Context: an optimization exercise on an open-source flow, tuned for small area. The choices shown serve that exercise and are no tape-out recipe. Only simulation tests tie the RTL to the original design; equivalence was not proved.

v8:
## median_mc_stream
module median_mc_stream #(
    parameter int DW         = 8,
    parameter int NUM_CH     = 4,
    parameter int FIFO_DEPTH = 16,
    parameter int PROG_FULL  = 12
) (
    input  logic                          i_clk,
    input  logic                          i_rst,
    input  logic                          s_valid,
    output logic                          s_ready,
    input  logic [NUM_CH*median_pkg::WIN_PIX*DW-1:0]  s_data,
    output logic                          m_valid,
    input  logic                          m_ready,
    output logic [DW-1:0]                 m_data,
    output logic [((NUM_CH > 1) ? $clog2(NUM_CH) : 1)-1:0] m_chan,
    output logic                          m_last,
    output logic                          o_prog_full,
    output logic [$clog2(FIFO_DEPTH):0]   o_fifo_count
);
    localparam int IW = (NUM_CH > 1) ? $clog2(NUM_CH) : 1;
    localparam int AW = $clog2(FIFO_DEPTH);
    localparam int CW = AW + 1;
    localparam logic [CW-1:0] PF_C = CW'(PROG_FULL);
    logic                 r_v1, r_v2, r_v3;
    logic [NUM_CH*DW-1:0] w_meds, r_m1, r_m2, r_m3;
    logic                 w_adv, w_pop, w_full, w_push;
    logic [DW-1:0]        r_mem [FIFO_DEPTH];
    logic [AW-1:0]        r_wr_ptr, r_rd_ptr;
    logic [CW-1:0]        r_count;
    for (genvar ch = 0; ch < NUM_CH; ch++) begin : g_ch
        median3x3_core #(.DW(DW)) u_core (
            .i_win (s_data[ch*WIN_PIX*DW +: WIN_PIX*DW]),
            .o_med (w_meds[ch*DW +: DW])
        );
    end
    always_comb begin
        w_pop   = m_valid && m_ready;
  ...
For scale: about 3200 cells after synthesis, roughly 240 flip-flops.
export LEC_CHECK = 0
export CAP_MARGIN = 20
export CORE_MARGIN = 2
export CORE_UTILIZATION = 40
export CTS_BUF_LIST = sky130_fd_sc_hd__clkbuf_2 sky130_fd_sc_hd__clkbuf_4 sky130_fd_sc_hd__clkbuf_8
export GPL_TIMING_DRIVEN = 0
export SETUP_SLACK_MARGIN = 0.1
export SLEW_MARGIN = 20
create_clock -name core_clock -period 4.5 [get_ports {i_clk}]
standard.sh (not shown) runs the stock make flow with config.mk's settings and CLKGATE_MAP_FILE= SYNTH_SCRIPT=/design/flow/synth_recipe.tcl, a recipe that flattens the netlist after the stock synthesis.
==> flow/flow/run.sh <==
#!/bin/bash
# Own layout flow: the standard ORFS flow, except that ABC maps the logic with
# flow/abc.script (area recovery under a 2.3 ns delay target) instead of ORFS's script. Everything else, including the
# registers and their names, is the standard synthesis and layout, except that Yosys's
# extract_fa is skipped so ABC maps the comparators' XORs freely; ports are buffered with
# buf_2 rather than the delay buffer buffer_ports picks by default.
set -euo pipefail
W=$(pwd)
export FLOW_ABC_SCRIPT="$W/flow/abc.script"
{
  echo 'proc extract_fa {args} {}'
  echo 'proc abc {args} {'
  echo '  set i [lsearch -exact $args -script]'
  echo '  if { $i >= 0 } { set args [lreplace $args [expr {$i + 1}] [expr {$i + 1}] $::env(FLOW_ABC_SCRIPT)] }'
  echo '  yosys abc {*}$args'
  echo '}'
  cat "$W/synth_recipe.tcl"
} > "$W/flow_synth.tcl"
bash "$W/standard.sh" SYNTH_SCRIPT="$W/flow_synth.tcl" BUFFER_PORTS_ARGS="-buffer_cell sky130_fd_sc_hd__buf_2" finish > "$W/flow_make.log" 2>&1
==> flow/flow/abc.script <==
strash
dch
map -D 2300
topo
What v17 does differently from v8 at the input level:
diff --git a/flow/flow/run.sh b/flow/flow/run.sh
--- a/flow/flow/run.sh
+++ b/flow/flow/run.sh
@@ -5,3 +5,3 @@
 # extract_fa is skipped so ABC maps the comparators' XORs freely; ports are buffered with
-# buf_2 rather than the delay buffer buffer_ports picks by default.
+# buf_1 rather than the delay buffer buffer_ports picks by default.
 set -euo pipefail
@@ -18,2 +18,2 @@
 } > "$W/flow_synth.tcl"
-bash "$W/standard.sh" SYNTH_SCRIPT="$W/flow_synth.tcl" BUFFER_PORTS_ARGS="-buffer_cell sky130_fd_sc_hd__buf_2" finish > "$W/flow_make.log" 2>&1
+bash "$W/standard.sh" SYNTH_SCRIPT="$W/flow_synth.tcl" BUFFER_PORTS_ARGS="-buffer_cell sky130_fd_sc_hd__buf_1" finish > "$W/flow_make.log" 2>&1
Findings:
- In summary, v17 completed successfully, with a layout that passed the timing, DRC and antenna checks.
- v17: all-layer global routing usage lower than v8
- v17 — final wirelength about 0.7% lower, v8 as reference
- Going from v8 to v17, worst hold slack after final layout fell 0.0032 ns, worst setup skew after layout moved down, endpoint required time on the critical path fell by 0.07 ns.
- Side by side, setup slack turned out lower in v17 than in v8.
- Cmp v8 and v17 / post-layout utilization of the core / lower: v8
- The number of clock-tree buffers in the layout reported for v17 is smaller than that of v8 by 6.

## what the ideal ports hide
No port has a modelled driver above. Below, the same layouts with a new extraction and two added sets of constraints.
Step 1: set_driving_cell puts a clkbuf_16 on i_clk and a buf_2 on each other input, an assumption about the parent block.
Step 2 also shifts input and output timing later by t, the mid clock arrival at the registers, as if the neighbouring blocks saw the same clock.
Slacks: ideal / step 1 / step 2; pairs: ideal / step 1.
run	t (ns)	setup slack, ns	worst setup path after step 2	clock arrival spread, ns	slew at the worst register clock pin (ns)
v8	0.559	0.188 / 0.210 / -0.349	input to register	0.023 / 0.022	0.06 / 0.06
v17	0.552	0.166 / 0.185 / -0.367	input to register	0.017 / 0.017	0.07 / 0.07
With both steps, setup timing fails in v8 and v17, where it was met with ideal ports. The setup slack of v8, which loses most, moves by +0.022 ns with the drivers and by -0.537 ns with both steps.
